Background: an optimization exercise with open tools, aiming at small area and a short achievable clock period. Do not read the settings as production practice. Only simulation tests tie the RTL to the original design; equivalence was not proved. No activity file was given, so power comes from the tool's default toggle rates.

==> flow/design.v <==
package psum_buf_pkg;
  typedef logic [32-1:0] psum_word_t;
  typedef struct packed {
    logic        rsvd_31;
    logic        start;
    logic        soft_reset;
    logic [12:0] rsvd_28_16;
    logic [3:0]  tile_size;
    logic [7:0]  rsvd_11_4;
    logic [3:0]  filter_r;
  } acc_params_t;
  typedef enum logic [1:0] {
    IDLE_BUFFER,
    ISSUE_RD,
    WAIT_RD,
    BUFFER_DONE
  } rd_state_e;
  typedef enum logic [0:0] {
    FEED_IDLE,
    FEEDING
  } feed_state_e;
endpackage
`timescale 1ns/1ns
module burst_reader (
  input  logic        CLK,
  input  logic        rst_n,
  input  logic        buffer_req,
  input  logic        clear_req,
  input  psum_buf_pkg::psum_word_t  base_addr,
  input  psum_buf_pkg::psum_word_t  m_axi_rdata,
  input  logic        m_axi_rvalid_rready,
  input  logic        txn_done,
  input  logic        axi_error,
  output psum_buf_pkg::psum_word_t  m_ar_addr,
  output logic        init_axi_rd_txn,
  output logic        psums_buffered,
  output logic        buffer_error,
  output logic        fill_wr_en,
  output psum_buf_pkg::psum_word_t  fill_wr_data,
  output logic        fill_clear,
  input  logic        fill_full
);
  localparam int BURST_STEP = 16 * 4;
  localparam int CNT_W = $clog2(3 + 1);
  localparam logic [CNT_W-1:0] LAST_CNT = 3;
  logic             st_idle;
  logic             st_issue;
  logic             st_wait;
  logic             st_done;
  logic             buffer_req_q;
  logic             clear_req_q;
  logic             buffer_pulse;
  logic [CNT_W-1:0] burst_cnt;
  logic             last_burst;
  always_ff @(posedge CLK) begin
    if (!rst_n) begin
      buffer_req_q <= 1'b0;
      clear_req_q  <= 1'b0;
    end else begin
      buffer_req_q <= buffer_req;
      clear_req_q  <= clear_req;
    end
  end
  assign buffer_pulse = buffer_req & ~buffer_req_q;
  assign fill_clear   = clear_req & ~clear_req_q;
  assign fill_wr_en   = st_wait & m_axi_rvalid_rready;
  assign fill_wr_data = m_axi_rdata;
  assign last_burst = (burst_cnt == LAST_CNT);
  always_ff @(posedge CLK) begin
    if (st_idle && buffer_pulse) begin
      burst_cnt <= '0;
    end else if (st_issue) begin
      burst_cnt <= burst_cnt + 1'b1;
    end
  end
  always_ff @(posedge CLK) begin
    if (!rst_n) begin
      st_idle         <= 1'b1;
      st_issue        <= 1'b0;
      st_wait         <= 1'b0;
      st_done         <= 1'b0;
      init_axi_rd_txn <= 1'b0;
      m_ar_addr       <= 32'h4000_0000;
      psums_buffered  <= 1'b0;
      buffer_error    <= 1'b0;
    end else begin
      st_idle         <= (st_idle & ~buffer_pulse) | st_done;
      st_issue        <= (st_idle & buffer_pulse) | (st_wait & txn_done & ~last_burst);
      st_wait         <= st_issue | (st_wait & ~txn_done);
      st_done         <= st_wait & txn_done & last_burst;
      init_axi_rd_txn <= st_issue;
      if (st_idle && buffer_pulse) begin
        psums_buffered <= 1'b0;
        buffer_error   <= 1'b0;
      end
      if (st_issue) begin
        m_ar_addr <= base_addr + psum_buf_pkg::psum_word_t'(burst_cnt * BURST_STEP);
      end
      if (st_wait) begin
        if ((m_axi_rvalid_rready && fill_full) || (txn_done && axi_error)) begin
          buffer_error <= 1'b1;
        end
        if (txn_done && last_burst) begin
          psums_buffered <= 1'b1;
        end
      end
      if (st_done) begin
        m_ar_addr <= 32'h4000_0000;
      end
    end
  end
endmodule
`timescale 1ns/1ns
module psum_fifo (
  input  logic       CLK,
  input  logic       rst_n,
  input  logic       pop,
  output psum_buf_pkg::psum_word_t pop_data,
  output logic       empty,
  input  logic       fill_wr_en,
  input  psum_buf_pkg::psum_word_t fill_wr_data,
  input  logic       fill_clear,
  output logic       fill_full
);
  localparam int AW = $clog2(64);
  localparam int DEPTH = 64;
  localparam logic [AW:0] DEPTH_CNT = 64;
  logic [DEPTH-1:0][32-1:0] mem;
  logic [7:0]    wr_lo;
  logic [7:0]    wr_hi;
  logic [7:0]    rd_lo;
  logic [7:0]    rd_hi;
  logic [AW:0]   count;
  logic [AW:0]   count_next;
  logic          full_q;
  logic          empty_q;
  logic          do_wr;
  logic          do_rd;
  assign fill_full = full_q;
  assign empty     = empty_q;
  assign do_wr     = fill_wr_en & ~full_q;
  assign do_rd     = pop & ~empty_q;
  logic [7:0] we_hi;
  assign we_hi = {8{fill_wr_en & ~full_q}} & wr_hi;
  always_ff @(posedge CLK) begin
    for (int i = 0; i < DEPTH; i++) begin
      if (we_hi[i / 8] && wr_lo[i % 8]) begin
        mem[i] <= fill_wr_data;
      end
    end
  end
  always_comb begin
    psum_buf_pkg::psum_word_t grp;
    pop_data = '0;
    for (int g = 0; g < 8; g++) begin
      grp = '0;
      for (int j = 0; j < 8; j++) begin
        grp = grp | ({32{rd_lo[j]}} & mem[8 * g + j]);
      end
      pop_data = pop_data | ({32{rd_hi[g]}} & grp);
    end
  end
  logic [AW:0] count_inc;
  logic [AW:0] count_dec;
  assign count_inc = count + 1'b1;
  assign count_dec = count - 1'b1;
  always_comb begin
    count_next = count;
    case ({do_wr, do_rd})
      2'b10: count_next = count_inc;
      2'b01: count_next = count_dec;
      default: ;
    endcase
  end
  always_ff @(posedge CLK) begin
    if (!rst_n || fill_clear) begin
      wr_lo   <= 8'd1;
      wr_hi   <= 8'd1;
      rd_lo   <= 8'd1;
      rd_hi   <= 8'd1;
      count   <= '0;
      full_q  <= 1'b0;
      empty_q <= 1'b1;
    end else begin
      if (do_wr) begin
        wr_lo <= {wr_lo[6:0], wr_lo[7]};
        if (wr_lo[7]) begin
          wr_hi <= {wr_hi[6:0], wr_hi[7]};
        end
      end
      if (do_rd) begin
        rd_lo <= {rd_lo[6:0], rd_lo[7]};
        if (rd_lo[7]) begin
          rd_hi <= {rd_hi[6:0], rd_hi[7]};
        end
      end
      count   <= count_next;
      case ({do_wr, do_rd})
        2'b10: begin
          full_q  <= (count == DEPTH_CNT - 1'b1);
          empty_q <= 1'b0;
        end
        2'b01: begin
          full_q  <= 1'b0;
          empty_q <= (count == 7'd1);
        end
        default: ;
      endcase
    end
  end
endmodule
`timescale 1ns/1ns
module psum_feeder (
  input  logic       CLK,
  input  logic       rst_n,
  input  logic       start,
  input  logic [3:0] tile_size,
  input  logic [3:0] param_r,
  input  logic       act_valid,
  input  psum_buf_pkg::psum_word_t pop_data,
  input  logic       empty,
  output logic       pop,
  output psum_buf_pkg::psum_word_t in_psum_out,
  output logic       in_psum_valid,
  output logic       feed_done
);
  psum_buf_pkg::feed_state_e state;
  logic        start_q;
  logic        start_pulse;
  logic        zero_tile;
  logic [3:0]  r_left;
  logic [3:0]  t_left;
  logic [3:0]  r_load;
  logic        last_r;
  logic        last_word;
  assign start_pulse = start & ~start_q;
  assign zero_tile   = (tile_size == 4'd0) | (param_r == 4'd0);
  assign last_r      = (r_left == 4'd1);
  assign last_word   = last_r & (t_left == 4'd1);
  assign pop = (state == psum_buf_pkg::FEEDING) & act_valid & ~empty;
  always_ff @(posedge CLK) begin
    in_psum_out <= pop_data;
  end
  always_ff @(posedge CLK) begin
    if (state == psum_buf_pkg::FEED_IDLE) begin
      if (start_pulse) begin
        r_left <= param_r;
        t_left <= tile_size;
        r_load <= param_r;
      end
    end else if (pop) begin
      if (last_r) begin
        r_left <= r_load;
        t_left <= t_left - 4'd1;
      end else begin
        r_left <= r_left - 4'd1;
      end
    end
  end
  always_ff @(posedge CLK) begin
    if (!rst_n) begin
      state         <= psum_buf_pkg::FEED_IDLE;
      start_q       <= 1'b0;
      in_psum_valid <= 1'b0;
      feed_done     <= 1'b0;
    end else begin
      start_q       <= start;
      in_psum_valid <= pop;
      case (state)
        psum_buf_pkg::FEED_IDLE: begin
          if (start_pulse) begin
            if (zero_tile) begin
              feed_done <= 1'b1;
            end else begin
              feed_done <= 1'b0;
              state     <= psum_buf_pkg::FEEDING;
            end
          end
        end
        psum_buf_pkg::FEEDING: begin
          if (pop && last_word) begin
            feed_done <= 1'b1;
            state     <= psum_buf_pkg::FEED_IDLE;
          end
        end
        default: state <= psum_buf_pkg::FEED_IDLE;
      endcase
    end
  end
endmodule
`timescale 1ns/1ns
module psum_buffer_top (
  input  logic        CLK,
  input  logic        RESETN,
  input  psum_buf_pkg::acc_params_t acc_params,
  input  psum_buf_pkg::psum_word_t  output_base_addr,
  input  psum_buf_pkg::psum_word_t  mem_ctrl,
  input  logic        act_valid,
  input  psum_buf_pkg::psum_word_t  m_axi_rdata,
  input  logic        m_axi_rvalid_rready,
  input  logic        txn_done,
  input  logic        axi_error,
  output psum_buf_pkg::psum_word_t  pe_status,
  output psum_buf_pkg::psum_word_t  in_psum_out,
  output logic        in_psum_valid,
  output psum_buf_pkg::psum_word_t  m_ar_addr,
  output logic        init_axi_rd_txn
);
  localparam int MEM_BUFFER_PSUMS = 6;
  localparam int MEM_CLEAR_PSUMS  = 7;
  localparam int ST_PSUMS_BUFFERED = 0;
  localparam int ST_FEED_DONE      = 1;
  localparam int ST_PSUM_ERROR     = 16;
  logic       rst_n;
  logic       buffer_req;
  logic       clear_req;
  logic       psums_buffered;
  logic       buffer_error;
  logic       feed_done;
  logic       fifo_pop;
  logic       fifo_empty;
  psum_buf_pkg::psum_word_t fifo_pop_data;
  logic       fill_wr_en;
  psum_buf_pkg::psum_word_t fill_wr_data;
  logic       fill_clear;
  logic       fill_full;
  assign rst_n      = RESETN & ~acc_params.soft_reset;
  assign buffer_req = mem_ctrl[MEM_BUFFER_PSUMS];
  assign clear_req  = mem_ctrl[MEM_CLEAR_PSUMS];
  always_comb begin
    pe_status                    = '0;
    pe_status[ST_PSUMS_BUFFERED] = psums_buffered;
    pe_status[ST_FEED_DONE]      = feed_done;
    pe_status[ST_PSUM_ERROR]     = buffer_error;
  end
  burst_reader u_burst_reader (
    .CLK                 (CLK),
    .rst_n               (rst_n),
    .buffer_req          (buffer_req),
    .clear_req           (clear_req),
    .base_addr           (output_base_addr),
    .m_axi_rdata         (m_axi_rdata),
    .m_axi_rvalid_rready (m_axi_rvalid_rready),
    .txn_done            (txn_done),
    .axi_error           (axi_error),
    .m_ar_addr           (m_ar_addr),
    .init_axi_rd_txn     (init_axi_rd_txn),
    .psums_buffered      (psums_buffered),
    .buffer_error        (buffer_error),
    .fill_wr_en          (fill_wr_en),
    .fill_wr_data        (fill_wr_data),
    .fill_clear          (fill_clear),
    .fill_full           (fill_full)
  );
  psum_fifo u_psum_fifo (
    .CLK      (CLK),
    .rst_n    (rst_n),
    .pop      (fifo_pop),
    .pop_data (fifo_pop_data),
    .empty    (fifo_empty),
    .fill_wr_en   (fill_wr_en),
    .fill_wr_data (fill_wr_data),
    .fill_clear   (fill_clear),
    .fill_full    (fill_full)
  );
  psum_feeder u_psum_feeder (
    .CLK           (CLK),
    .rst_n         (rst_n),
    .start         (acc_params.start),
    .tile_size     (acc_params.tile_size),
    .param_r       (acc_params.filter_r),
    .act_valid     (act_valid),
    .pop_data      (fifo_pop_data),
    .empty         (fifo_empty),
    .pop           (fifo_pop),
    .in_psum_out   (in_psum_out),
    .in_psum_valid (in_psum_valid),
    .feed_done     (feed_done)
  );
endmodule
==> flow/flow/run.sh <==
#!/bin/bash
set -euo pipefail
bash standard.sh "BUFFER_PORTS_ARGS=-buffer_cell sky130_fd_sc_hd__buf_4" finish > flow_make.log 2>&1
==> flow/standard.sh <==
#!/bin/bash
# synth_recipe.tcl (not shown) runs the flow's synth.tcl, then flattens the netlist and writes it again
# the make line also repeats each setting of config.mk as NAME=value (left out here)
make -C /OpenROAD-flow-scripts/flow DESIGN_CONFIG=/design/flow/config.mk WORK_HOME=/design/flow/orfs CLKGATE_MAP_FILE= SYNTH_SCRIPT=/design/flow/synth_recipe.tcl "${@:-finish}"
==> flow/config.mk <==
export PLATFORM = sky130hd
export DESIGN_NAME = psum_buffer_top
export DESIGN_NICKNAME = psum_buffer_top
export VERILOG_FILES = /design/flow/design.v
export SDC_FILE = /design/flow/constraint.sdc
export NUM_CORES = 4
export LEC_CHECK = 0
export CAP_MARGIN = 20
export CORE_MARGIN = 2
export CORE_UTILIZATION = 60
export CTS_CLUSTER_DIAMETER = 100
export CTS_CLUSTER_SIZE = 25
export SETUP_SLACK_MARGIN = 2.3
export SLEW_MARGIN = 20
==> flow/constraint.sdc <==
create_clock -name core_clock -period 4.5 [get_ports {CLK}]
set_input_delay 0.9000 -clock core_clock [delete_from_list [all_inputs] [get_ports {CLK}]]
set_output_delay 0.9000 -clock core_clock [all_outputs]
set_load 0.01 [all_outputs]
==> results of run 1 <==
==> stage by stage <==
stage | total power [mW] | setup slack [ns] | util | area [sq um]
after detailed placement | 23.08 | 1.128 | 0.6331 | 82190
final | 32.97 | 2.029 | 0.6724 | 87280
after CTS | 32.95 | 2.123 | 0.6634 | 86120
after floorplan | 22.75 | 1.913 | - | 79250
after global placement | 23.06 | 1.138 | 0.6331 | 82190
after global routing | 33.69 | 2.122 | 0.6724 | 87280
==> worst max path at each step <==
stage,from,endpoint,slack (ns)
after floorplan,act_valid,u_psum_fifo.count[5],1.91
after global placement,m_axi_rvalid_rready,u_psum_fifo.mem[2035],1.14
after detailed placement,m_axi_rvalid_rready,u_psum_fifo.mem[2035],1.13
after CTS,u_burst_reader.st_wait,u_psum_fifo.mem[958],2.12
after global routing,u_psum_fifo.full_q,u_psum_fifo.count[5],2.12
final,u_psum_fifo.wr_lo[2],u_psum_fifo.mem[69],2.03
==> area by class of cell <==
class                           instances  share of cell area
Clock buffer                          176             0.03169
Tap cell                             1742             0.02497
Antenna cell                            6           0.0001720
Inverter                               24            0.001433
Clock inverter                          3           0.0005591
Multi-Input combinational cell       1926              0.1614
Timing Repair Buffer                  328             0.04235
Timing Repair inverter                  1          0.00008601
Sequential cell                      2180              0.7373
==> per-layer routing <==
layer / part of all wire / vias up
li1: - / 18700
met1: 0.36 / 24220
met2: 0.45 / 3437
met3: 0.14 / 568
met4: 0.044 / 26
met5: 0.0013 / -
==> cell usage in the layout (no fill, tap or decap), drive strengths merged, types with 5 or more instances in the layout <==
cell type,synthesis,layout
edfxtp,2060,2060
a22oi,1153,1153
buf,54,315
nand4,293,293
clkbuf,273,183
dfxtp,120,120
and3,60,100
nand2,79,79
a21oi,50,50
nor2,33,33
o21ai,30,30
conb,1,29
inv,23,18
nand3,15,15
xnor2,13,13
ha,11,11
a31oi,10,10
nor3,10,10
clkinvlp,0,9
mux2i,9,9
or4,9,9
nand3b,7,7
or3,7,7
xor2,7,7
a211oi,7,7
diode,0,6
o31ai,6,6
bufbuf,0,6
nor4,5,5
nor3b,5,5
==> repair_timing <==
action	4_1_cts	5_1_grt
hold buffers	0	0
cloned	13	40
endpoints found under the hold margin	0	0
endpoints found under the setup margin	1963	1644
setup buffers	43	40
pin swaps	21	34
gates resized for setup	72	97
==> cells by family after synthesis <==
| family | Yosys count | synth area share |
|---|---|---|
| fa+ha+maj | 12 | 0.002004 |
| buf+inv | 351 | 0.01839 |
| other cells | 1 | 0.00004767 |
| compound gates | 1269 | 0.1186 |
| xor+xnor | 20 | 0.002227 |
| mux | 13 | 0.001718 |
| simple gates | 543 | 0.04004 |
| flops | 2180 | 0.8170 |
==> registers in the layout (all words and copies together) (netlist names), 2 cells and up <==
| register | count |
|---|---|
| u_psum_feeder.r_left | 4 |
| u_psum_fifo.wr_hi | 8 |
| u_psum_feeder.r_load | 4 |
| u_psum_fifo.mem | 2048 |
| u_psum_fifo.rd_hi | 8 |
| u_psum_fifo.rd_lo | 8 |
| u_burst_reader.burst_cnt | 2 |
| u_burst_reader.m_ar_addr | 32 |
| u_psum_feeder.in_psum_out | 32 |
| u_psum_fifo.count | 7 |
| u_psum_fifo.wr_lo | 8 |
| u_psum_feeder.t_left | 4 |
==> report_power, final <==
| part | internal, mW | total (mW) | switching, mW |
|---|---|---|---|
| clock | 4.22 | 10.3 | 6.11 |
| sequential | 22.1 | 22.2 | 0.0224 |
| combinational | 0.0987 | 0.461 | 0.362 |
| total | 26.5 | 33.0 | 6.50 |
==> summary.txt, run 1 <==
Largest net degree at the start of global routing: 87
Die Wd: 366.1 um
WS Path Type: flip-flop to flip-flop
Worst slew margin: 0.2725
# fillers: 8803
Bufs on Longest Clock Path: 3
Via count of the routed design: 46950
Hold Path End: u_psum_feeder.r_load[0]
GRT met1 Usage: 0.5157
Slowest cell on the critical path: dfxtp_1
I/O pin count: 232
Share of the synthesized area in the top cell type: 0.7864
Max-slew violation count: 0
M2 GR Usage: 0.5578
Final wirelength: 262100 um
Routed vias/inst: 7.353
Clk_skew: 0.04325 ns
Register area: 64360 sq um
First-pass GRT wire length: 335500 um
Synth top cells by count: edfxtp_1, a22oi_1, nand4_1
Final instance count without filler cells: 6386
Starting Density: 0.6059
Fin crit share: 0.5491
Vert. Die Dim: 366.1 um
Worst-margin pin slew: 1.091 ns
Clock root cell: clkbuf_16
PortBufs: 150
Reg2reg end: u_psum_fifo.mem[69]
Syn-to-layout area delta: 10.96%
Leak: 26.05 nW
Tot GR Track Use: 0.3583
Setup_tns: 0 ns
Total iterations of the first detailed-routing run: 6
Critical Path Start Type: flip-flop
Hold path cells: 1
Main synth FF type: edfxtp_1
CTS Sinks: 2180
DR iter-0 viols: 8834
Multi-input logic area: 14090 sq um
Crit-path max cell delay: 1.01 ns
Worst Path Buf+Inv: 0
Share of flip-flops with an asynchronous set or reset: 0
Area leader, netlist: edfxtp_1
Pwr Density: 377.7 nW/um^2
Die area: 134000 sq um
Stages on worst setup path: 1
TritonCTS clock tree: yes
Mapped Cells: 4389
CP required: 4.88 ns
Overflow after GRT: 0
Vias in the first global route: 42490
Netlist Area Pre-Place: 78660 sq um
Inst Count DP: 6065
Crit-path max FO: 32
Clk slew on worst S/H paths: 0.10 ns
Final Wtd Congestion: 0.7817
HPWL Detailed: 115700 um
Post-layout min period: 2.471 ns
Most crowded layer after global routing: met2
Final ANT Viol Nets: 0
Hold_ws: 0.3467 ns
Met3 Track Usage GR: 0.07884
F_max: 404.7 MHz
Core area: 129800 sq um
Final Setup Violations: 0
Initial antenna violation count: 27
WP data arrival: 2.85 ns
RSZ-0062 raised after global routing: true
Clock latency (worst-skew pair): 0.77 ns
Site Rows: 132
Peak supply drop: 0.0004052 V
Most numerous cell in the Yosys netlist: edfxtp_1
DRC: 0
Ys Warns: 4
Reg2Reg Launch Point: u_psum_fifo.wr_lo[2]
Max_cap viols: 0
Hold Path Class: primary input to flip-flop
Count of cell types in the netlist: 58
Worst Min Path Start: acc_params[0]
CP Capture Type: flip-flop
Worst path cell trace: and3_4
Post-synth EDFFs: 2060
Avg WL per Cell: 41.04 um
Status: complete, no violations
Area contributors post-synth: edfxtp_1, a22oi_1, dfxtp_1
Register area share after synthesis: 0.8170
H-tree depth: 3
Critical path's top delay family: flip-flops
Synth Area per Inst: 17.92 sq um
Nets: 4704
#FFs+latches synth: 2180
Reg2reg setup slack: 2.03 ns
Hold Vio Cnt, Final: 0
R2R depth: 1
CTS buffer count: 97
Layout cells sized above 1: 0.1389
==> inputs of run 2 (changes only) <==
--- a/flow/config.mk
+++ b/flow/config.mk
@@ -7,8 +7,8 @@
 export LEC_CHECK = 0
 export CAP_MARGIN = 20
 export CORE_MARGIN = 2
-export CORE_UTILIZATION = 60
+export CORE_UTILIZATION = 55
 export CTS_CLUSTER_DIAMETER = 100
 export CTS_CLUSTER_SIZE = 25
-export SETUP_SLACK_MARGIN = 2.3
+export SETUP_SLACK_MARGIN = 2.4
 export SLEW_MARGIN = 20
==> run 2 against run 1 <==
Net effect:
- register-to-register slack better by 0.09 ns
- synthesized cell count is the same
- worst setup slack better by 0.086 ns
- sequential share of layout area is 1.2 points lower
- routed wire length increased by 1.5%
- maximum frequency rose by 3.6%
- global-route usage decreased by 1.0 points
- design area increased by 1.7%
- combinational power rose by 5.0%
- clock skew shrank 0.014 ns
- sequential power hardly changed
- die area increased by 9.0%
- critical path type unchanged
==> summary.txt, run 2 <==
Status: complete, no violations
Ys Warns: 4 (unchanged)
Overflow after GRT: 0 (unchanged)
Multi-input logic area: 14440 sq um (+2.5%)
Tot GR Track Use: 0.3483 (-0.009975)
Share of the synthesized area in the top cell type: 0.7864 (unchanged)
Final wirelength: 266100 um (+1.5%)
#FFs+latches synth: 2180 (unchanged)
PortBufs: 150 (unchanged)
DRC: 0 (unchanged)
Most frequent cells in the layout: edfxtp_1, a22oi_1, nand4_1, buf_4, clkbuf_16
Area contributors post-synth: edfxtp_1, a22oi_1, dfxtp_1
HPWL Detailed: 118200 um (+2.1%)
Clock root cell: clkbuf_16
Final instance count without filler cells: 6570 (+2.9%)
Hold Vio Cnt, Final: 0 (unchanged)
Largest net degree at the start of global routing: 79 (-9.2%)
Leak: 26.50 nW (+1.7%)
Pwr Density: 372.4 nW/um^2 (-1.4%)
Die Wd: 382.2 um (+4.4%)
Sequential share of power: 0.671 (-0.002)
Hold Path Class: primary input to flip-flop
Post-route setup slack: 2.115 ns (+0.08630 ns)
Bufs on Longest Clock Path: 3 (unchanged)
Register area share after synthesis: 0.8170 (unchanged)
Critical Path Start Type: flip-flop
Fin crit share: 0.5299 (-0.01918)
Critical path's top delay family: simple AND/OR/NAND/NOR gates
Worst slew margin: 0.2808 (+0.008276)
Worst path cell trace: and3_4
Fin util: 0.6263 (-0.04610)
Most common cell after layout, fill and taps aside: edfxtp_1
Max_cap viols: 0 (unchanged)
Vert. Die Dim: 382.2 um (+4.4%)
RSZ-0062 raised after global routing: true
Combinational Power Share: 0.015 (about the same)
Register area: 64420 sq um (about the same)
Synth top cells by count: edfxtp_1, a22oi_1, nand4_1
Nets: 4746 (+0.89%)
Vias in the first global route: 43010 (+1.2%)
Sw Share: 0.1967 (-0.0003381)
Mapped Cells: 4389 (unchanged)
Worst Path Buf+Inv: 0 (unchanged)
Main synth FF type: edfxtp_1
# fillers: 10100 (+15%)
Avg WL per Cell: 40.50 um (-1.3%)
Most numerous cell in the Yosys netlist: edfxtp_1
Setup_tns: 0 ns (unchanged)
Final Wtd Congestion: 0.7898 (+1.0%)
Core area: 141800 sq um (+9.2%)
Initial antenna violation count: 23 (-15%)
Peak supply drop: 0.0002897 V (-28%)
Slowest cell on the critical path: and3_4
Routed vias/inst: 7.175 (-2.4%)
DR iter-0 viols: 7871 (-11%)
CP required: 4.86 ns (-0.02 ns)
Layout cells sized above 1: 0.1719 (+0.03302)
Largest registers: u_psum_fifo.mem: 2048 flops, u_burst_reader.m_ar_addr: 32 flops, u_psum_feeder.in_psum_out: 32 flops
Hold_buf cts: 0 (unchanged)
Largest Register: u_psum_fifo.mem
Count of cell types in the netlist: 58 (unchanged)
Max-slew violation count: 0 (unchanged)
Clock Power Share: 0.315 (about the same)
Inst Count DP: 6215 (+2.5%)
Via count of the routed design: 47140 (+0.40%)
Area leader, netlist: edfxtp_1
TritonCTS clock tree: yes
Clock latency (worst-skew pair): 0.76 ns (about the same)
Netlist Area Pre-Place: 78660 sq um (unchanged)
F_max: 419.4 MHz (+3.6%)
Syn-to-layout area delta: 12.87%
Total iterations of the first detailed-routing run: 7 (+1)
Worst-margin pin slew: 1.077 ns (-0.01389 ns)
CTS Sinks: 2180 (unchanged)
Pre-CTS WS: 0.9570 ns (-0.1708 ns)
Internal: 26.56 mW (+0.34%)
CTS buffer count: 97 (unchanged)
CP Capture Type: flip-flop
H-tree depth: 3 (unchanged)
Post-layout min period: 2.385 ns (-0.08630 ns)
Hold_ws: 0.3297 ns (-0.01698 ns)
Clk slew on worst S/H paths: 0.10 ns (about the same)
WS Path Type: flip-flop to flip-flop
Switching power: 6.504 mW (+0.13%)
I/O pin count: 232 (unchanged)
Final Setup Violations: 0 (unchanged)
Clk_skew: 0.02960 ns (-0.01364 ns)
Crit-path max cell delay: 1.01 ns (about the same)
Post-synth EDFFs: 2060 (unchanged)
Final ANT Viol Nets: 0 (unchanged)
Starting Density: 0.5549 (-0.05105)
Site Rows: 138 (+4.5%)
Die area: 146100 sq um (+9.0%)
Share of flip-flops with an asynchronous set or reset: 0 (unchanged)
WP data arrival: 2.75 ns (-0.10 ns)
Synth Area per Inst: 17.92 sq um (unchanged)
First-pass GRT wire length: 350400 um (+4.5%)
Crit-path max FO: 32 (unchanged)
Max reg flops: 2048 (unchanged)
==> run 2: changes by cell type in the layout (fill, tap and decap cells not counted), sizes merged <==
cell / delta
clkinvlp: -2
and3: +1
and3b: +2
buf: +37
bufbuf: -4
diode: +2
clkinv: +1
inv: -1
==> run 2: cell families (layout without fill, tap and decap cells) <==
family	Yosys count	in the layout	synth area share
adders and majority gates	12	12	0.002004
xor gates and xnor gates	20	20	0.002227
DFF	2180	2180	0.8170
buffers and inverters	351	563	0.01839
muxes	13	13	0.001718
AOI/OAI and AO/OA	1269	1269	0.1186
other	1	37	0.00004767
and+or+nand+nor	543	586	0.04004
==> run 2: path summary, 6_finish.rpt <==
kind,to,slack [ns],start,depth (start not counted)
worst max-delay path,u_psum_fifo.mem[11],2.12,u_psum_fifo.wr_lo[0],1
worst min-delay path,u_psum_feeder.r_load[2],0.33,acc_params[2],1
worst max register to register,u_psum_fifo.mem[11],2.12,u_psum_fifo.wr_lo[0],1
worst min register to register,u_burst_reader.m_ar_addr[7],0.49,u_burst_reader.m_ar_addr[7],2
==> run 2: final cells by class <==
class,count,share of cell area
antenna,8,0.0002255
clock inverter,2,0.0004087
clock buffer,169,0.03170
inverter,24,0.001452
timing repair buffer,368,0.05133
tap,1890,0.02664
multi-input combinational,1929,0.1627
sequential,2180,0.7256
==> run 2: metrics by stage <==
stage	area [sq um]	power, mW
after floorplan	79290	22.75
after global placement	82320	23.08
after detailed placement	82330	23.10
after CTS	87540	33.06
after global routing	88770	33.74
final	88780	33.07
==> run 2: per-layer routing <==
layer / global-route usage / part of all wire / up-vias
li1: - / - / 18780
met4: 0.1340 / 0.050 / 16
met5: 0.01025 / 0.00057 / -
met2: 0.5248 / 0.45 / 3234
met1: 0.4935 / 0.37 / 24500
met3: 0.08661 / 0.13 / 609
==> run 2: power by group through the flow <==
stage / clock network (mW) / logic [mW] / registers (mW)
finish: 10.4 / 0.484 / 22.2
global placement: 0 / 0.441 / 22.6
global route: 11.0 / 0.523 / 22.2
floorplan: 0 / 0.114 / 22.6
CTS: 10.4 / 0.473 / 22.2
detailed placement: 0 / 0.459 / 22.6
==> run 2: repair_timing <==
action,4_1_cts,5_1_grt
gates resized for setup,251,117
setup buffers,80,30
endpoints found under the setup margin,2152,704
pin swaps,48,72
gates cloned,46,20
==> inputs of run 3 (changes only) <==
==> flow/run.sh (new file) <==
#!/bin/bash
# synth_recipe.tcl (not shown) runs the flow's synth.tcl, then flattens the netlist and writes it again
# the make line also repeats each setting of config.mk as NAME=value (left out here)
make -C /OpenROAD-flow-scripts/flow DESIGN_CONFIG=/design/flow/config.mk WORK_HOME=/design/flow/orfs CLKGATE_MAP_FILE= SYNTH_SCRIPT=/design/flow/synth_recipe.tcl finish
--- a/flow/config.mk
+++ b/flow/config.mk
@@ -7,7 +7,7 @@
 export LEC_CHECK = 0
 export CAP_MARGIN = 20
 export CORE_MARGIN = 2
-export CORE_UTILIZATION = 55
+export CORE_UTILIZATION = 60
 export CTS_CLUSTER_DIAMETER = 100
 export CTS_CLUSTER_SIZE = 25
 export SETUP_SLACK_MARGIN = 2.4
removed: flow/flow/run.sh
removed: flow/standard.sh
==> run 3 against run 2 <==
Net effect:
- first-iteration DRC count is 21% higher
- critical path depth grew 6
- critical path type unchanged
- routed wire length grew 5.1%
- sequential power hardly changed
- count of clock-buffer cells in the layout decreased by 4
- design area increased by 5.2%
- core utilization is 9.3 points higher
- flip-flop and latch count unchanged
- register-to-register slack better by 0.12 ns
- sequential share of layout area shrank 3.6 points
- largest cell class unchanged
- power decreased by 0.25%
==> summary.txt, run 3 <==
Max-slew violation count: 0 (unchanged)
Syn-to-layout area delta: 18.74%
Hold_ws: 0.4913 ns (+0.1616 ns)
Clk slew on worst S/H paths: 0.11 ns (about the same)
Worst path cell trace: buf_12 -> buf_12 -> buf_4 -> a22oi_1 -> nand4_1 -> a22oi_2 -> nand4_1
Synth Area per Inst: 17.92 sq um (unchanged)
Hold Vio Cnt, Final: 0 (unchanged)
Max reg flops: 2048 (unchanged)
Overflow after GRT: 0 (unchanged)
HPWL Detailed: 122000 um (+3.2%)
Vert. Die Dim: 366.1 um (-4.2%)
Clock root cell: clkbuf_16
Nets: 4985 (+5.0%)
Max_cap viols: 0 (unchanged)
Netlist Area Pre-Place: 78660 sq um (unchanged)
Worst-margin pin slew: 1.191 ns (+0.1132 ns)
Bufs on Longest Clock Path: 3 (unchanged)
Fin crit share: 0.5021 (-0.02776)
H-tree depth: 3 (unchanged)
Slowest cell on the critical path: nand4_1
Worst Path Buf+Inv: 3 (+3)
DRC: 0 (unchanged)
Avg WL per Cell: 41.96 um (+3.6%)
Initial antenna violation count: 26 (+13%)
Die Wd: 366.1 um (-4.2%)
# fillers: 7971 (-21%)
Share of the synthesized area in the top cell type: 0.7864 (unchanged)
WP data arrival: 2.67 ns (-0.08 ns)
Most common cell after layout, fill and taps aside: edfxtp_1
Total iterations of the first detailed-routing run: 8 (+1)
RSZ-0062 raised after global routing: true
CP required: 4.91 ns (+0.05 ns)
Critical path's top delay family: simple AND/OR/NAND/NOR gates
Largest Register: u_psum_fifo.mem
PortBufs: 150 (unchanged)
Synth top cells by count: edfxtp_1, a22oi_1, nand4_1
Critical Path Start Type: flip-flop
Count of cell types in the netlist: 58 (unchanged)
F_max: 442.5 MHz (+5.5%)
CTS buffer count: 97 (unchanged)
Starting Density: 0.6059 (+0.05105)
Mapped Cells: 4389 (unchanged)
Register area share after synthesis: 0.8170 (unchanged)
Pwr Density: 353.2 nW/um^2 (-5.2%)
Pre-CTS WS: 0.9296 ns (-0.02736 ns)
TritonCTS clock tree: yes
Overall power: 32.98 mW (-0.25%)
Post-route setup slack: 2.240 ns (+0.1249 ns)
WS Path Type: flip-flop to flip-flop
Most frequent cells in the layout: edfxtp_1, a22oi_1, nand4_1, a22oi_2, buf_12
Die area: 134000 sq um (-8.2%)
Clk_skew: 0.04542 ns (+0.01581 ns)
CTS Sinks: 2180 (unchanged)
I/O pin count: 232 (unchanged)
Vias in the first global route: 45130 (+4.9%)
Status: complete, no violations
Hold_buf cts: 0 (unchanged)
Crit-path max FO: 6 (-81%)
Post-layout min period: 2.260 ns (-0.1249 ns)
First-pass GRT wire length: 367800 um (+5.0%)
Crit-path max cell delay: 0.51 ns (-0.50 ns)
Ys Warns: 4 (unchanged)
Area leader, netlist: edfxtp_1
Tot GR Track Use: 0.3983 (+0.05000)
Peak supply drop: 0.0005065 V (+75%)
Share of flip-flops with an asynchronous set or reset: 0 (unchanged)
Site Rows: 132 (-4.3%)
Core area: 129800 sq um (-8.4%)
DR iter-0 viols: 9546 (+21%)
Final Setup Violations: 0 (unchanged)
Layout cells sized above 1: 0.2259 (+0.05406)
Worst slew margin: 0.2062 (-0.07451)
Hold Path Class: flip-flop to flip-flop
Largest registers: u_psum_fifo.mem: 2048 flops, u_burst_reader.m_ar_addr: 32 flops, u_psum_feeder.in_psum_out: 32 flops
Leak: 28.39 nW (+7.1%)
CP Capture Type: flip-flop
Via count of the routed design: 49520 (+5.0%)
Routed vias/inst: 7.428 (+3.5%)
Final wirelength: 279700 um (+5.1%)
Setup_tns: 0 ns (unchanged)
Post-synth EDFFs: 2060 (unchanged)
Final Wtd Congestion: 0.7848 (-0.63%)
Most numerous cell in the Yosys netlist: edfxtp_1
Largest net degree at the start of global routing: 65 (-18%)
#FFs+latches synth: 2180 (unchanged)
Clock latency (worst-skew pair): 0.78 ns (+0.02 ns)
Area contributors post-synth: edfxtp_1, a22oi_1, dfxtp_1
Main synth FF type: edfxtp_1
Final ANT Viol Nets: 0 (unchanged)
==> run 3: cell counts after synthesis <==
No cell type changed its count.
==> run 3: where the power goes <==
group | switching [mW] | internal (mW)
registers | 0.0235 | 22.2
clock network | 6.16 | 4.14
logic | 0.385 | 0.114
==> run 3: worst paths after layout <==
| path | startpoint | end | slack, ns | cells past startpoint |
|---|---|---|---|---|
| worst max register to register | u_psum_fifo.rd_lo[1] | u_psum_feeder.in_psum_out[1] | 2.24 | 7 |
| worst min-delay path | u_psum_fifo.empty_q | u_psum_fifo.empty_q | 0.49 | 2 |
| worst min register to register | u_psum_fifo.empty_q | u_psum_fifo.empty_q | 0.49 | 2 |
| worst max-delay path | u_psum_fifo.rd_lo[1] | u_psum_feeder.in_psum_out[1] | 2.24 | 7 |
==> run 3: tightest hold or removal path, delay by kind of cell (launching register included) <==
kind,cells,cell delay [ns]
compound gates,1,0.05
flops,1,0.34
simple gates,1,0.07
==> run 3: layer usage <==
layer  vias up  track usage  part of all wire
li1      19300            -                 -
met3       716       0.1096              0.15
met5         -            0           0.00039
met4        16       0.1599             0.053
met1     25380       0.5591              0.35
met2      4101       0.5986              0.45
==> run 3: repair_timing <==
action	4_1_cts	5_1_grt
pin swaps	92	136
setup endpoints to repair	2187	906
setup buffers	227	60
gates resized for setup	628	227
cloned	74	26
==> run 3: cell type report <==
cell class	count	area [sq um]	share of cell area
clock buffer	165	2684	0.02874
timing repair buffer	601	8750	0.09368
inverter	24	128.9	0.001380
clock inverter	8	96.34	0.001032
tap	1742	2180	0.02334
sequential	2180	64410	0.6896
multi-input combinational	1935	15120	0.1619
antenna	11	27.53	0.0002947
==> run 3: per-stage QoR <==
step | util | instances | area, sq um
after floorplan | - | 4417 | 79290
after global placement | 0.6369 | 6095 | 82680
after detailed placement | 0.6369 | 6095 | 82680
after CTS | 0.7010 | 6569 | 90990
after global routing | 0.7194 | 6660 | 93380
final | 0.7195 | 6666 | 93400
==> run 3: logic make-up (layout without fill, tap and decap cells) <==
logic type / Yosys count / after routing / share of synthesized area
adder cells (fa/ha/maj): 12 / 12 / 0.002004
XOR/XNOR: 20 / 20 / 0.002227
multiplexers: 13 / 13 / 0.001718
AO/OA/AOI/OAI: 1269 / 1269 / 0.1186
buffers and inverters: 351 / 798 / 0.01839
flip-flops: 2180 / 2180 / 0.8170
other: 1 / 40 / 0.00004767
AND/OR/NAND/NOR: 543 / 592 / 0.04004
==> inputs of run 4 (changes only) <==
--- a/flow/design.v
+++ b/flow/design.v
@@ -128,8 +128,7 @@
   logic [DEPTH-1:0][32-1:0] mem;
   logic [7:0]    wr_lo;
   logic [7:0]    wr_hi;
-  logic [7:0]    rd_lo;
-  logic [7:0]    rd_hi;
+  logic [DEPTH-1:0] rd_sel;
   logic [AW:0]   count;
   logic [AW:0]   count_next;
   logic          full_q;
@@ -150,14 +149,9 @@
     end
   end
   always_comb begin
-    psum_buf_pkg::psum_word_t grp;
     pop_data = '0;
-    for (int g = 0; g < 8; g++) begin
-      grp = '0;
-      for (int j = 0; j < 8; j++) begin
-        grp = grp | ({32{rd_lo[j]}} & mem[8 * g + j]);
-      end
-      pop_data = pop_data | ({32{rd_hi[g]}} & grp);
+    for (int i = 0; i < DEPTH; i++) begin
+      pop_data = pop_data | ({32{rd_sel[i]}} & mem[i]);
     end
   end
   logic [AW:0] count_inc;
@@ -176,8 +170,7 @@
     if (!rst_n || fill_clear) begin
       wr_lo   <= 8'd1;
       wr_hi   <= 8'd1;
-      rd_lo   <= 8'd1;
-      rd_hi   <= 8'd1;
+      rd_sel  <= DEPTH'(1);
       count   <= '0;
       full_q  <= 1'b0;
       empty_q <= 1'b1;
@@ -189,10 +182,7 @@
         end
       end
       if (do_rd) begin
-        rd_lo <= {rd_lo[6:0], rd_lo[7]};
-        if (rd_lo[7]) begin
-          rd_hi <= {rd_hi[6:0], rd_hi[7]};
-        end
+        rd_sel <= {rd_sel[DEPTH-2:0], rd_sel[DEPTH-1]};
       end
       count   <= count_next;
       case ({do_wr, do_rd})
--- a/flow/config.mk
+++ b/flow/config.mk
@@ -8,7 +8,5 @@
 export CAP_MARGIN = 20
 export CORE_MARGIN = 2
 export CORE_UTILIZATION = 60
-export CTS_CLUSTER_DIAMETER = 100
-export CTS_CLUSTER_SIZE = 25
-export SETUP_SLACK_MARGIN = 2.4
+export SETUP_SLACK_MARGIN = 2.0
 export SLEW_MARGIN = 20
==> run 4 against run 3 <==
Net effect:
- still clean on timing, DRC and antenna
- highest routed layer unchanged
- final cell count is 1.3% lower
- critical path depth is 2 lower
- die area is 2.6% higher
- synthesized area is 2.6% higher
- maximum frequency is 14% lower
- power is 23% higher
==> summary.txt, run 4 <==
Hold_ws: 0.4587 ns (-0.03265 ns)
Layout cells sized above 1: 0.1563 (-0.06960)
Most common cell after layout, fill and taps aside: edfxtp_1
PortBufs: 150 (unchanged)
I/O pin count: 232 (unchanged)
Largest registers: u_psum_fifo.mem: 2048 flops, u_psum_fifo.rd_sel: 64 flops
WP data arrival: 3.29 ns (+0.62 ns)
R2R depth: 5 (-2)
Die area: 137400 sq um (+2.6%)
Ys Warns: 4 (unchanged)
Count of cell types in the netlist: 56 (-3.4%)
Vias in the first global route: 46890 (+3.9%)
Site Rows: 134 (+1.5%)
Final instance count without filler cells: 6580 (-1.3%)
Critical Path Start Type: flip-flop
Crit-path max cell delay: 0.67 ns (+0.16 ns)
Netlist Area Pre-Place: 80700 sq um (+2.6%)
H-tree depth: 4 (+1)
Via count of the routed design: 51460 (+3.9%)
Hold Path End: u_burst_reader.st_idle
Bufs on Longest Clock Path: 3 (unchanged)
Final Wtd Congestion: 0.8679 (+11%)
HPWL Detailed: 172000 um (+41%)
Largest net degree at the start of global routing: 66 (+1.5%)
Avg WL per Cell: 48.34 um (+15%)
Area contributors post-synth: edfxtp_1, a22o_1, a221oi_1
Clock root cell: clkbuf_16
# fillers: 8793 (+10%)
CTS Sinks: 2228 (+2.2%)
DR iter-0 viols: 11400 (+19%)
Most frequent cells in the layout: edfxtp_1, a22o_1, a221oi_1, clkbuf_16, nand2_1
Hold path cells: 2 (unchanged)
Synth Area in Simple Gates: 0.03285 (-0.007183)
RSZ-0062 raised after global routing: true
Combinational family with the most area after synthesis: compound AO/OA/AOI/OAI gates
Pre-CTS WS: 0.8353 ns (-0.09438 ns)
First-pass GRT wire length: 414000 um (+13%)
Synth Area per Inst: 18.66 sq um (+4.1%)
Most numerous cell in the Yosys netlist: edfxtp_1
Share of flip-flops with an asynchronous set or reset: 0 (unchanged)
Hold Path Class: flip-flop to flip-flop
Worst path cell trace: buf_6 -> a22o_1 -> a221oi_1 -> nand4_1 -> or4_1
Max-slew violation count: 0 (unchanged)
Routed vias/inst: 7.821 (+5.3%)
Area after DPL: 84520 sq um (+2.2%)
DRC: 0 (unchanged)
CP required: 5.15 ns (+0.24 ns)
Mapped Cells: 4324 (-1.5%)
Share of the synthesized area in the top cell type: 0.7665 (-0.01989)
Reg2reg setup slack: 1.86 ns (-0.38 ns)
Overflow after GRT: 0 (unchanged)
Largest Register: u_psum_fifo.mem
Worst Min Path Start: u_burst_reader.st_done
Inst Count DP: 6132 (+0.61%)
Post-route setup slack: 1.858 ns (-0.3826 ns)
CTS buffer count: 213 (+120%)
Core area: 133500 sq um (+2.8%)
Post-layout min period: 2.642 ns (+0.3826 ns)
#FFs+latches synth: 2228 (+2.2%)
Status: complete, no violations
Clk_skew: 0.02848 ns (-0.01693 ns)
Adder-Cell Fraction of Synth Area: 0.001954 (-0.00005068)
Crit-path max FO: 19 (+13)
Reg2reg end: u_psum_feeder.in_psum_out[2]
Final Cell Area: 91970 sq um (-1.5%)
Tot GR Track Use: 0.4601 (+0.06181)
Final wirelength: 318100 um (+14%)
Hold Vio Cnt, Final: 0 (unchanged)
CP Capture Type: flip-flop
Nets: 4767 (-4.4%)
Pwr Density: 440.7 nW/um^2 (+25%)
Final Setup Violations: 0 (unchanged)
Max_cap viols: 0 (unchanged)
Leak: 29.46 nW (+3.8%)
Final ANT Viol Nets: 0 (unchanged)
Peak supply drop: 0.0004069 V (-20%)
Max reg flops: 2048 (unchanged)
Fin crit share: 0.5872 (+0.08502)
Overall power: 40.54 mW (+23%)
F_max: 378.5 MHz (-14%)
Clock latency (worst-skew pair): 0.85 ns (+0.07 ns)
Reg2Reg Launch Point: u_psum_fifo.rd_sel[28]
Synth top cells by count: edfxtp_1, a22o_1, a221oi_1
Register area share after synthesis: 0.8082 (-0.008752)
Die Wd: 370.7 um (+1.3%)
WS Path Type: flip-flop to flip-flop
Starting Density: 0.6047 (-0.001251)
Post-synthesis xor/xnor area fraction: 0.003473 (+0.001246)
Initial antenna violation count: 22 (-15%)
Worst slew margin: 0.2019 (-0.004360)
Main synth FF type: edfxtp_1
Total iterations of the first detailed-routing run: 8 (unchanged)
Setup_tns: 0 ns (unchanged)
TritonCTS clock tree: yes
Vert. Die Dim: 370.7 um (+1.3%)
Mux cell area share after synthesis: 0.001923 (+0.0002046)
Worst-margin pin slew: 1.197 ns (+0.006540 ns)
Syn-to-layout area delta: 13.97%
Clk slew on worst S/H paths: 0.06 ns (-0.05 ns)
Post-synth EDFFs: 2060 (unchanged)
Compound-Gate Fraction of Synth Area: 0.1215 (+0.002846)
Fin util: 0.6892 (-0.03032)
Slowest cell on the critical path: or4_1
Hold_buf cts: 0 (unchanged)
Area leader, netlist: edfxtp_1
[run 4: cell count changes in the layout (fill, tap and decap cells not counted), moves of 70 or more]
| cell | change |
|---|---|
| nand2_1 | +107 |
| a22o_1 | +512 |
| a221oi_1 | +492 |
| buf_12 | -121 |
| a22oi_2 | -200 |
| clkbuf_16 | +98 |
| dfxtp_1 | +72 |
| buf_6 | -74 |
| a22oi_1 | -952 |
| nand4_1 | -160 |
| and3_4 | -70 |
[run 4: routing by layer]
layer / global-route usage / share of wire / vias to the layer above
li1: - / - / 18790
met1: 0.6350 / 0.34 / 26120
met2: 0.6555 / 0.43 / 5452
met3: 0.1529 / 0.17 / 1081
met4: 0.2431 / 0.064 / 12
met5: 0 / 0.00021 / -
[run 4: critical path, delay by kind of cell, from the launching register on]
kind	cells	cell delay [ns]
AO/OA/AOI/OAI	2	0.57
buffers and inverters	1	0.39
flip-flops	1	0.61
AND/OR/NAND/NOR	2	0.87
[run 4: worst max-delay path by stage]
stage / slack, ns / end / start / cells past startpoint
floorplan: 1.85 / u_psum_fifo.count[5] / act_valid / 11
global placement: 0.85 / u_psum_fifo.mem[1208] / m_axi_rvalid_rready / 6
detailed placement: 0.84 / u_psum_fifo.mem[1208] / m_axi_rvalid_rready / 6
CTS: 2.00 / u_psum_feeder.in_psum_out[26] / u_psum_fifo.rd_sel[9] / 5
global route: 1.94 / u_psum_fifo.mem[588] / m_axi_rvalid_rready / 7
finish: 1.86 / u_psum_feeder.in_psum_out[2] / u_psum_fifo.rd_sel[28] / 5
[run 4: power by group]
group / internal, mW / switching, mW / leakage (nW) / total, mW
Sequential: 22.6 / 0.0154 / 19.9 / 22.6
Combinational: 0.106 / 0.385 / 6.22 / 0.491
Clock: 9.76 / 7.68 / 3.31 / 17.4
Total: 32.5 / 8.08 / 29.5 / 40.5
[run 4: repair_timing]
| item | CTS | global route |
|---|---|---|
| gates resized for setup | 140 | 24 |
| setup endpoints to repair | 923 | 117 |
| pin swaps | 2 | 3 |
| setup buffers | 14 | 24 |
| cloned | 0 | 2 |
[run 4: cell families after synthesis]
group | count (synthesis)
simple gates | 501
other cells | 1
fa+ha+maj | 12
compound gates | 1174
buf+inv | 361
xor+xnor | 32
mux | 15
flops | 2228
[run 4: layout make-up]
type | instances | area, sq um | share of cell area
Inverter | 26 | 125.1 | 0.001360
Sequential cell | 2228 | 65400 | 0.7111
Antenna cell | 8 | 20.02 | 0.0002177
Timing Repair Buffer | 387 | 3983 | 0.04330
Tap cell | 1768 | 2212 | 0.02405
Clock buffer | 297 | 5958 | 0.06478
Multi-Input combinational cell | 1765 | 13540 | 0.1472
Clock inverter | 101 | 734.5 | 0.007986
==> inputs of run 5 (changes only) <==
==> flow/flow/run.sh (new file) <==
#!/bin/bash
set -euo pipefail
bash standard.sh "BUFFER_PORTS_ARGS=-buffer_cell sky130_fd_sc_hd__buf_4" MATCH_CELL_FOOTPRINT=0 finish > flow_make.log 2>&1
==> flow/standard.sh (new file) <==
#!/bin/bash
# synth_recipe.tcl (not shown) runs the flow's synth.tcl, then flattens the netlist and writes it again
# the make line also repeats each setting of config.mk as NAME=value (left out here)
make -C /OpenROAD-flow-scripts/flow DESIGN_CONFIG=/design/flow/config.mk WORK_HOME=/design/flow/orfs CLKGATE_MAP_FILE= SYNTH_SCRIPT=/design/flow/synth_recipe.tcl "${@:-finish}"
removed: flow/run.sh
==> run 5 against run 4 <==
Net effect:
- critical endpoint is now u_psum_feeder.in_psum_out[30]
- still clean on timing, DRC and antenna
- combinational power down 3%
- sequential share of layout area shrank 0.19 points
- highest routed layer unchanged
- via count increased by 0.14%
==> summary.txt, run 5 <==
WS Path Type: flip-flop to flip-flop
Via count of the routed design: 51530 (+0.14%)
#FFs+latches synth: 2228 (unchanged)
Die area: 137400 sq um (unchanged)
Largest registers: u_psum_fifo.mem: 2048 flops, u_psum_fifo.rd_sel: 64 flops
Routed vias/inst: 7.811 (-0.12%)
Vias in the first global route: 46580 (-0.65%)
Status: complete, no violations
Crit-path max cell delay: 0.67 ns (about the same)
Worst path cell trace: buf_6 -> a221oi_1 -> nand4_1 -> or4_1
Hold Path Class: primary input to flip-flop
Starting Density: 0.6047 (unchanged)
Sequential share of power: 0.551 (-0.007)
Overflow after GRT: 0 (unchanged)
Avg WL per Cell: 47.81 um (-1.1%)
Synth top cells by count: edfxtp_1, a22o_1, a221oi_1
Total iterations of the first detailed-routing run: 7 (-1)
Bufs on Longest Clock Path: 3 (unchanged)
Syn-to-layout area delta: 14.21%
Register area: 65360 sq um (about the same)
DRC: 0 (unchanged)
Hold_ws: 0.2464 ns (-0.2123 ns)
Hold path cells: 1 (-1)
Area after DPL: 84270 sq um (-0.30%)
Most common cell after layout, fill and taps aside: edfxtp_1
Pwr Density: 445.3 nW/um^2 (+1.0%)
CP Capture Type: flip-flop
Clk_skew: 0.03350 ns (+0.005011 ns)
Adder-Cell Fraction of Synth Area: 0.001954 (unchanged)
Worst Min Path Start: acc_params[2]
Final Cell Area: 92160 sq um (+0.21%)
Site Rows: 134 (unchanged)
DR iter-0 viols: 11140 (-2.3%)
Clock root cell: clkbuf_16
M2 GR Usage: 0.6590 (+0.003516)
H-tree depth: 4 (unchanged)
Leak: 29.51 nW (+0.17%)
HPWL Detailed: 170100 um (-1.1%)
Compound-Gate Fraction of Synth Area: 0.1215 (unchanged)
Post-layout min period: 2.649 ns (+0.007210 ns)
Max_cap viols: 0 (unchanged)
Final Wtd Congestion: 0.8553 (-1.5%)
Synth Area per Inst: 18.66 sq um (unchanged)
# fillers: 8717 (-0.86%)
Post-synthesis xor/xnor area fraction: 0.003473 (unchanged)
F_max: 377.4 MHz (-0.27%)
CTS Sinks: 2228 (unchanged)
Max reg flops: 2048 (unchanged)
Final Setup Violations: 0 (unchanged)
CP required: 5.17 ns (+0.02 ns)
Reg2Reg Launch Point: u_psum_fifo.rd_sel[52]
Nets: 4771 (+0.084%)
TritonCTS clock tree: yes
PortBufs: 150 (unchanged)
Final wirelength: 315400 um (-0.86%)
WP data arrival: 3.32 ns (+0.03 ns)
Area leader, netlist: edfxtp_1
Netlist Area Pre-Place: 80700 sq um (unchanged)
Clock Power Share: 0.437 (+0.007)
Hold Path End: u_psum_feeder.r_load[2]
Fin util: 0.6906 (+0.001425)
Tot GR Track Use: 0.4591 (-0.001035)
Switching power: 8.121 mW (+0.55%)
Most frequent cells in the layout: edfxtp_1, a22o_1, a221oi_1, buf_4, clkbuf_16
Combinational family with the most area after synthesis: compound AO/OA/AOI/OAI gates
Layout cells sized above 1: 0.1821 (+0.02574)
Area contributors post-synth: edfxtp_1, a22o_1, a221oi_1
GRT met1 Usage: 0.6371 (+0.002092)
Slowest cell on the critical path: or4_1
Combinational Power Share: 0.012 (about the same)
Share of flip-flops with an asynchronous set or reset: 0 (unchanged)
Critical path's top delay family: simple AND/OR/NAND/NOR gates
Ys Warns: 4 (unchanged)
Mapped Cells: 4324 (unchanged)
Critical Path Start Type: flip-flop
First-pass GRT wire length: 413700 um (about the same)
Clock latency (worst-skew pair): 0.86 ns (about the same)
Post-synth EDFFs: 2060 (unchanged)
Largest net degree at the start of global routing: 90 (+36%)
Reg2reg end: u_psum_feeder.in_psum_out[30]
Crit-path max FO: 18 (-1)
RSZ-0062 raised after global routing: true
Core area: 133500 sq um (unchanged)
Register area share after synthesis: 0.8082 (unchanged)
Count of cell types in the netlist: 56 (unchanged)
Initial antenna violation count: 18 (-18%)
Most numerous cell in the Yosys netlist: edfxtp_1
Reg2reg setup slack: 1.85 ns (about the same)
I/O pin count: 232 (unchanged)
Vert. Die Dim: 370.7 um (unchanged)
Crit path from: u_psum_fifo.rd_sel[52]
Worst Path Buf+Inv: 1 (unchanged)
Largest Register: u_psum_fifo.mem
R2R depth: 4 (-1)
Hold_buf cts: 0 (unchanged)
Share of the synthesized area in the top cell type: 0.7665 (unchanged)
Fin crit share: 0.5888 (+0.001602)
Internal: 32.92 mW (+1.4%)
Synth Area in Simple Gates: 0.03285 (unchanged)
Max-slew violation count: 0 (unchanged)
Sw Share: 0.1979 (-0.001371)
CTS buffer count: 211 (-0.94%)
Hold Vio Cnt, Final: 0 (unchanged)
Peak supply drop: 0.0003559 V (-13%)
Setup_tns: 0 ns (unchanged)
Mux cell area share after synthesis: 0.001923 (unchanged)
Die Wd: 370.7 um (unchanged)
Main synth FF type: edfxtp_1
Multi-input logic area: 13590 sq um (+0.38%)
Worst slew margin: 0.2507 (+0.04884)
Final ANT Viol Nets: 0 (unchanged)
Clk slew on worst S/H paths: 0.06 ns (about the same)
Met3 Track Usage GR: 0.1440 (-0.008941)
Most crowded layer after global routing: met2
Worst-margin pin slew: 1.124 ns (-0.07326 ns)
run 5: cell counts after synthesis:
No cell type changed its count.
run 5: cells by family (layout without fill, tap and decap cells):
family | Yosys count | after routing
flops | 2228 | 2228
compound gates | 1174 | 1174
simple gates | 501 | 507
buf+inv | 361 | 809
xor+xnor | 32 | 32
mux | 15 | 15
fa+ha+maj | 12 | 12
other cells | 1 | 52
run 5: final cells by class:
type / count / share of cell area
inverters: 26 / 0.001371
well taps: 1768 / 0.02400
flip-flops and latches: 2228 / 0.7092
multi-input cells: 1769 / 0.1475
clock buffers: 308 / 0.06478
diodes: 23 / 0.0006245
repair buffers: 389 / 0.04229
clock inverters: 86 / 0.01025
run 5: worst max path at each step:
stage,to,slack [ns],cells past startpoint
after global placement,u_psum_fifo.mem[1314],1.15,6
after floorplan,u_psum_fifo.count[5],1.84,11
after CTS,u_psum_fifo.count[5],1.85,9
after detailed placement,u_psum_fifo.mem[1016],1.11,7
after global routing,u_psum_fifo.count[5],1.80,9
final,u_psum_feeder.in_psum_out[30],1.85,4
run 5: what timing repair did:
| action | in CTS | in global routing |
|---|---|---|
| resized for setup | 69 | 23 |
| pin swaps | 1 | 5 |
| setup endpoints to repair | 1067 | 647 |
| cloned | 6 | 0 |
| buffers inserted | 23 | 20 |
run 5: power groups by stage:
stage | Clock [mW] | Combinational [mW] | Sequential, mW
6_report | 17.9 | 0.477 | 22.6
5_1_grt | 18.7 | 0.512 | 22.6
4_1_cts | 17.9 | 0.466 | 22.6
3_5_place_dp | 0 | 0.464 | 23.1
3_3_place_gp | 0 | 0.447 | 23.1
2_1_floorplan | 0 | 0.116 | 23.1
run 5: per-layer routing:
| metal | share of wire | up-vias |
|---|---|---|
| met5 | 0.00015 | - |
| met4 | 0.063 | 6 |
| met3 | 0.17 | 1041 |
| met2 | 0.43 | 5407 |
| met1 | 0.34 | 26270 |
| li1 | - | 18800 |
run 5: metrics by stage:
step           cells  total power, mW  worst slack, ns
3_3_place_gp    6131            23.52            1.151
2_1_floorplan   4352            23.19            1.845
4_1_cts         6554            40.96            1.855
5_1_grt         6577            41.81            1.802
3_5_place_dp    6131            23.53            1.109
6_report        6597            41.04            1.851

[what the ideal ports hide]
In the flow no input, the clock included, has a driving cell. The finished layouts below were timed again as built, in two steps. Step 1 sets driving cells, clkbuf_16 on the clock port and buf_2 on the other inputs (assumed; they add their load-dependent delay and slew). Step 2, shift: input delay + t, output delay - t, t = (earliest + latest rising clock arrival at the registers) / 2. This alone moves slack from input paths to output paths. Three values: ideal ports, drivers, drivers and shift; two values: the first two.
run	t (ns)	setup slack, ns	worst data-port slew with drivers (ns)
run 1	0.831	2.029 / 2.029 / 1.548	0.31
run 2	0.833	2.115 / 2.115 / 1.582	0.29
run 3	0.838	2.240 / 2.240 / 1.584	0.26
run 4	0.919	1.858 / 1.858 / 1.025	0.24
run 5	0.926	1.851 / 1.851 / 1.368	0.27
After both steps every run listed still meets setup and hold. The setup slack of run 4, which loses most, moves by 0.000 ns with the drivers and by -0.833 ns with both steps.
